This design comes from an exercise in tuning for small area on the open sky130 flow, not from production work. Function was checked by simulation only, so behaviour that the tests miss may differ from the original.

**flow/run.sh**
```bash
#!/bin/bash
# synth_recipe.tcl (not shown) runs the flow's synth.tcl, then flattens the netlist and writes it again
# the make line also repeats each setting of config.mk as NAME=value (left out here)
make -C /OpenROAD-flow-scripts/flow DESIGN_CONFIG=/design/flow/config.mk WORK_HOME=/design/flow/orfs CLKGATE_MAP_FILE= SYNTH_SCRIPT=/design/flow/synth_recipe.tcl finish
```
**flow/config.mk**
```make
export PLATFORM = sky130hd
export DESIGN_NAME = window_mult_pipe
export DESIGN_NICKNAME = window_mult_pipe
export VERILOG_FILES = /design/flow/design.v
export SDC_FILE = /design/flow/constraint.sdc
export NUM_CORES = 4
export LEC_CHECK = 0
export CAP_MARGIN = 20
export CORE_MARGIN = 2
export CORE_UTILIZATION = 40
export SLEW_MARGIN = 20
```
**flow/constraint.sdc**
```tcl
create_clock -name core_clock -period 6.5 [get_ports {clk}]
set_input_delay 1.3000 -clock core_clock [delete_from_list [all_inputs] [get_ports {clk}]]
set_output_delay 1.3000 -clock core_clock [all_outputs]
set_load 0.01 [all_outputs]
```
**flow/design.v**
```verilog
module window_mult_pipe #(
  parameter int K   = 3,
  parameter int NI  = 8,
  parameter int NF  = 8,
  parameter int LAT = 2,
  parameter int CW  = 5
) (
  input  logic                            clk,
  input  logic                            rst_n,
  input  logic                            in_valid,
  output logic                            in_ready,
  input  logic                            sgn_i,
  input  logic [K*K*NI-1:0]               i_flat,
  input  logic [K*K*NF-1:0]               f_flat,
  input  logic [CW-1:0]                   row_in,
  input  logic [CW-1:0]                   col_in,
  input  logic                            done_in,
  output logic                            out_valid,
  input  logic                            out_ready,
  output logic [K*K*(NI+NF)-1:0]          d_flat,
  output logic [CW-1:0]                   row_out,
  output logic [CW-1:0]                   col_out,
  output logic                            done_out,
  output logic [NI+NF+$clog2(K*K)-1:0]    sum_o
);
  localparam int N  = K * K;
  localparam int W  = NI + NF;
  localparam int SW = W + $clog2(N);
  logic           w_en;
  logic [N*W-1:0] w_prod;
  logic [LAT-1:0] r_vld;
  logic [N*W-1:0] r_dat [LAT];
  logic [CW-1:0]  r_row [LAT];
  logic [CW-1:0]  r_col [LAT];
  logic [LAT-1:0] r_done;
  assign w_en     = !out_valid || out_ready;
  assign in_ready = w_en;
  for (genvar e = 0; e < N; e++) begin : g_lane
    logic [W-1:0] w_px;
    logic [W-1:0] w_fx;
    assign w_px = sgn_i ? {{NF{i_flat[e*NI+NI-1]}}, i_flat[e*NI +: NI]}
                        : {{NF{1'b0}}, i_flat[e*NI +: NI]};
    assign w_fx = {{NI{f_flat[e*NF+NF-1]}}, f_flat[e*NF +: NF]};
    assign w_prod[e*W +: W] = w_px * w_fx;
  end
  always_ff @(posedge clk or negedge rst_n) begin
    if (!rst_n) begin
      r_vld  <= '0;
      r_done <= '0;
      for (int s = 0; s < LAT; s++) begin
        r_dat[s] <= '0;
        r_row[s] <= '0;
        r_col[s] <= '0;
      end
    end else if (w_en) begin
      r_vld[0] <= in_valid;
      if (in_valid) begin
        r_dat[0]  <= w_prod;
        r_row[0]  <= row_in;
        r_col[0]  <= col_in;
        r_done[0] <= done_in;
      end
      for (int s = 1; s < LAT; s++) begin
        r_vld[s] <= r_vld[s-1];
        if (r_vld[s-1]) begin
          r_dat[s]  <= r_dat[s-1];
          r_row[s]  <= r_row[s-1];
          r_col[s]  <= r_col[s-1];
          r_done[s] <= r_done[s-1];
        end
      end
    end
  end
  logic [SW-1:0]  w_sum;
  logic           r_s_vld;
  logic [N*W-1:0] r_s_dat;
  logic [CW-1:0]  r_s_row;
  logic [CW-1:0]  r_s_col;
  logic           r_s_done;
  logic [SW-1:0]  r_s_sum;
  always_comb begin
    w_sum = '0;
    for (int e = 0; e < N; e++) begin
      w_sum = w_sum + SW'($signed(r_dat[LAT-1][e*W +: W]));
    end
  end
  always_ff @(posedge clk or negedge rst_n) begin
    if (!rst_n) begin
      r_s_vld  <= 1'b0;
      r_s_dat  <= '0;
      r_s_row  <= '0;
      r_s_col  <= '0;
      r_s_done <= 1'b0;
      r_s_sum  <= '0;
    end else if (w_en) begin
      r_s_vld <= r_vld[LAT-1];
      if (r_vld[LAT-1]) begin
        r_s_dat  <= r_dat[LAT-1];
        r_s_row  <= r_row[LAT-1];
        r_s_col  <= r_col[LAT-1];
        r_s_done <= r_done[LAT-1];
        r_s_sum  <= w_sum;
      end
    end
  end
  assign out_valid = r_s_vld;
  assign d_flat    = r_s_dat;
  assign row_out   = r_s_row;
  assign col_out   = r_s_col;
  assign done_out  = r_s_done;
  assign sum_o     = r_s_sum;
endmodule
```
==> results.json <==
{
  "routed_wire_length_per_instance_um": 18.7,
  "setup_viol_count_final": 0,
  "routed-via-count": 29100,
  "die_area_mm2": 0.114,
  "final_core_util": 0.465,
  "cts_bufs_inserted": 55,
  "worst_pin_slew_ns": 1.01,
  "dp_worst_setup_slack_ns": 0.403,
  "number_of_nets_in_the_layout": 5595,
  "synth.yosys.warnings": 4,
  "placeableCoreArea_mm2": 0.111,
  "finalHoldViolations": 0,
  "setup_slack_ns": 1.04,
  "crit_start": "i_flat[7]",
  "worst-setup-path-type": "input port to flop",
  "critPathMaxFanout": 12,
  "max_clock_freq_mhz": 183,
  "final_cell_mix": "869 x sky130_fd_sc_hd__inv_1, 637 x sky130_fd_sc_hd__fa_1, 488 x sky130_fd_sc_hd__dfrtp_1, 370 x sky130_fd_sc_hd__nand2_1, 347 x sky130_fd_sc_hd__and2_1",
  "yosysTopAreaCell": "sky130_fd_sc_hd__fa_1",
  "area.growth.synth_to_final_pct": 15.5,
  "status": "finished clean",
  "wirelength_um": 113000,
  "grt_antenna_before_repair": 2,
  "io_pins": 337,
  "post-route-period-util": 0.841,
  "via_count_of_the_first_global_routing_pass": 30900,
  "cpMaxStageDelayCell": "sky130_fd_sc_hd__clkdlybuf4s50_1",
  "route.detailed.drc": 0,
  "drt_iter0_drcs": 1283,
  "grt_max_degree": 158,
  "worst_setup_hold_path_clk_slew_ns": 0.06,
  "place_congestion": 0.848,
  "setup.reg_to_reg.worst_slack_ns": 1.60,
  "critPathMaxStageDelay_ns": 0.71,
  "nFillCells": 10400,
  "rows": 122,
  "setup_total_negative_slack_ns": 0,
  "timing.final.max_slew_violations": 0,
  "hpwlAfterDp_um": 91900,
  "worst_r2r_startpoint": "r_dat[1][114]",
  "holdCritPathClass": "flop to flop",
  "most_repeated_library_cell_on_the_critical_path": "sky130_fd_sc_hd__fa_1",
  "worstSetupPathDepth": 17,
  "clk-insertion-delay-late_ns": 0.63,
  "worst-path-buf-inv": 4,
  "drt-pass1-iter-count": 5,
  "htree_levels": 2,
  "cts.repair.resized": 0,
  "area_share_of_the_largest_cell_type_after_synthesis": 0.287,
  "post-cts-setup-buffers": 0,
  "timing.critical_path.to_type": "flop",
  "die_height_um": 337,
  "reg2regPathDepth": 16,
  "r2r_end": "r_s_sum[18]",
  "mappedNetlistArea_mm2": 0.0445,
  "ctsHoldBuffers": 0,
  "io_buffers": 336,
  "postRouteAntennaNets": 0,
  "startpoint_type": "input port",
  "clock_tree.root_cell": "sky130_fd_sc_hd__clkbuf_16",
  "crit_path_cell_trace": "clkdlybuf4s50_1 > and2_0 > nand2_1 > fa_1 > fa_1 > inv_1 > fa_1 > inv_1 > fa_1 > inv_1 > ha_1 > o21a_1 > a31oi_1 > o21bai_1 > a21oi_1 > xor2_1 > o21ai_1",
  "floorplan.initialDensity": 0.402,
  "asyncSetResetFlopFracSynth": 1.00,
  "max_cap_viol_count": 0,
  "min_delay_path_depth": 2,
  "relSlewSlack": 0.325,
  "synth-seq-area-share": 0.275,
  "grt.total_usage": 0.205,
  "cp.required_ns": 6.98,
  "cp_top_family": "adder cells",
  "tritoncts": "built",
  "cts.sinks": 488,
  "grt_setup_unrepaired": "no",
  "synth_edf_count": 0,
  "via_density_per_instance": 4.81,
  "drive_gt1_frac": 0.0945,
  "finalCriticalPeriod_ns": 5.46,
  "worst_setup_path_endpoint": "r_dat[0][13]",
  "grt_first_pass_wirelength_um": 180000,
  "grt_overflow_total": 0,
  "layout.cells.most_common": "sky130_fd_sc_hd__inv_1",
  "synth_top_cells_by_area": "sky130_fd_sc_hd__fa_1 29%, sky130_fd_sc_hd__dfrtp_1 27%, sky130_fd_sc_hd__ha_1 7.9%",
  "post_synth_num_cell_types": 44,
  "synth_fp_nets": 5294,
  "most_frequently_used_flop_master_after_synthesis": "sky130_fd_sc_hd__dfrtp_1",
  "dieWidth_um": 337,
  "synthesis.instances": 4216,
  "worst-endpoint-arrival_ns": 5.95,
  "finalClockSkew_ns": 0.0418,
  "synth_area_per_cell_um2": 10.5,
  "cts_buffer_depth": 3,
  "postSynthRegisterBits": 488
}
stage by stage:
step / hold slack (ns) / instance area, µm² / std cells
after floorplan: 0.436 / 44500 / 4216
after global placement: 0.456 / 49500 / 5948
after detailed placement: 0.463 / 49500 / 5948
after CTS: 0.479 / 51400 / 6048
after global routing: 0.505 / 51400 / 6048
final: 0.470 / 51400 / 6049
worst min-delay path by stage:
stage             startpoint       endpoint  slack, ns
2_1_floorplan       r_vld[1]        r_s_vld       0.44
3_3_place_gp    r_dat[0][72]   r_dat[0][72]       0.46
3_5_place_dp    r_dat[0][88]   r_dat[0][88]       0.46
4_1_cts         r_dat[0][88]   r_dat[0][88]       0.48
5_1_grt        r_dat[0][120]  r_dat[0][120]       0.50
6_report       r_dat[0][122]  r_dat[0][122]       0.47
area by class of cell:
cell class	instances	area, µm²	area share
inverter	869	3260	0.0635
multi-input combinational	2746	28500	0.555
antenna	1	2.50	0.0000487
timing repair buffer	357	3610	0.0703
clock buffer	80	1590	0.0310
tap	1488	1860	0.0362
sequential	488	12200	0.238
clock inverter	20	308	0.00599
cells by family (layout without fill, tap and decap cells):
| group | count (synthesis) | in the layout | synth area share |
|---|---|---|---|
| compound gates | 426 | 426 | 0.0594 |
| xor+xnor | 157 | 157 | 0.0309 |
| fa+ha+maj | 918 | 918 | 0.366 |
| buf+inv | 982 | 1326 | 0.0843 |
| flops | 488 | 488 | 0.275 |
| mux | 311 | 311 | 0.0788 |
| other cells | 0 | 1 | 0 |
| simple gates | 934 | 934 | 0.106 |
worst register-to-register path, stage by stage, from the launching register on:
cell and delay (ns):
sky130_fd_sc_hd__dfrtp_1 0.49, sky130_fd_sc_hd__fa_1 0.62, sky130_fd_sc_hd__fa_1 0.54, sky130_fd_sc_hd__inv_1 0.05, sky130_fd_sc_hd__fa_1 0.55, sky130_fd_sc_hd__fa_1 0.40, sky130_fd_sc_hd__inv_1 0.07, sky130_fd_sc_hd__ha_1 0.23
sky130_fd_sc_hd__inv_1 0.09, sky130_fd_sc_hd__fa_1 0.50, sky130_fd_sc_hd__nor2b_4 0.15, sky130_fd_sc_hd__o31a_4 0.18, sky130_fd_sc_hd__o311ai_4 0.12, sky130_fd_sc_hd__o31ai_2 0.38, sky130_fd_sc_hd__o311ai_2 0.14, sky130_fd_sc_hd__xor2_1 0.16
sky130_fd_sc_hd__o21ai_1 0.07
synth_stat cells, types with 17 or more instances:
cell,count
sky130_fd_sc_hd__ha_1,281
sky130_fd_sc_hd__o211ai_1,17
sky130_fd_sc_hd__nor2_1,73
sky130_fd_sc_hd__fa_1,637
sky130_fd_sc_hd__a31oi_1,22
sky130_fd_sc_hd__a211oi_1,30
sky130_fd_sc_hd__a21oi_1,37
sky130_fd_sc_hd__nand2b_1,49
sky130_fd_sc_hd__xor2_1,64
sky130_fd_sc_hd__and3_1,34
sky130_fd_sc_hd__xnor2_1,93
sky130_fd_sc_hd__nand2_1,373
sky130_fd_sc_hd__a21o_1,30
sky130_fd_sc_hd__dfrtp_1,488
sky130_fd_sc_hd__mux2_2,309
sky130_fd_sc_hd__clkbuf_1,65
sky130_fd_sc_hd__inv_1,869
sky130_fd_sc_hd__buf_2,48
sky130_fd_sc_hd__o21ai_1,31
sky130_fd_sc_hd__and2_1,347
sky130_fd_sc_hd__o21ai_0,178
sky130_fd_sc_hd__o21a_1,30
state kept, by name, summed over array words and instances, names as in the netlist:
name,cells
r_dat,288
r_s_vld,1
r_s_done,1
r_s_col,5
r_row,10
r_done,2
r_s_row,5
r_vld,2
r_s_sum,20
r_s_dat,144
r_col,10
layer usage:
metal / vias to the layer above / wire [µm] / track usage
met5: - / 0 / 0
met4: 0 / 2620 / 0.0466
met3: 103 / 4430 / 0.0276
met2: 447 / 53800 / 0.340
met1: 14900 / 52100 / 0.288
li1: 13700 / - / -

[separate check: timing with driven ports]
The flow's constraints put no driver on any port. The routed layout listed below was extracted and timed again, unchanged, in two steps. Step 1 assumes that a clkbuf_16 drives the clock port and a buf_2 every other input. Step 2 times the ports against the registers' clock, not the clock port: input delays grow and output delays shrink by t, the midpoint of the rising clock arrivals with the driver on. Slacks: no drivers / after step 1 / after step 2; pairs: no drivers / after step 1.
t, ns: 0.668
setup slack, ns: 1.035 / 1.052 / 0.384
worst setup path at the end: input to register
After both steps this run still meets setup and hold. For this run, drivers alone change the setup slack by +0.017 ns; drivers and shift together by -0.651 ns.
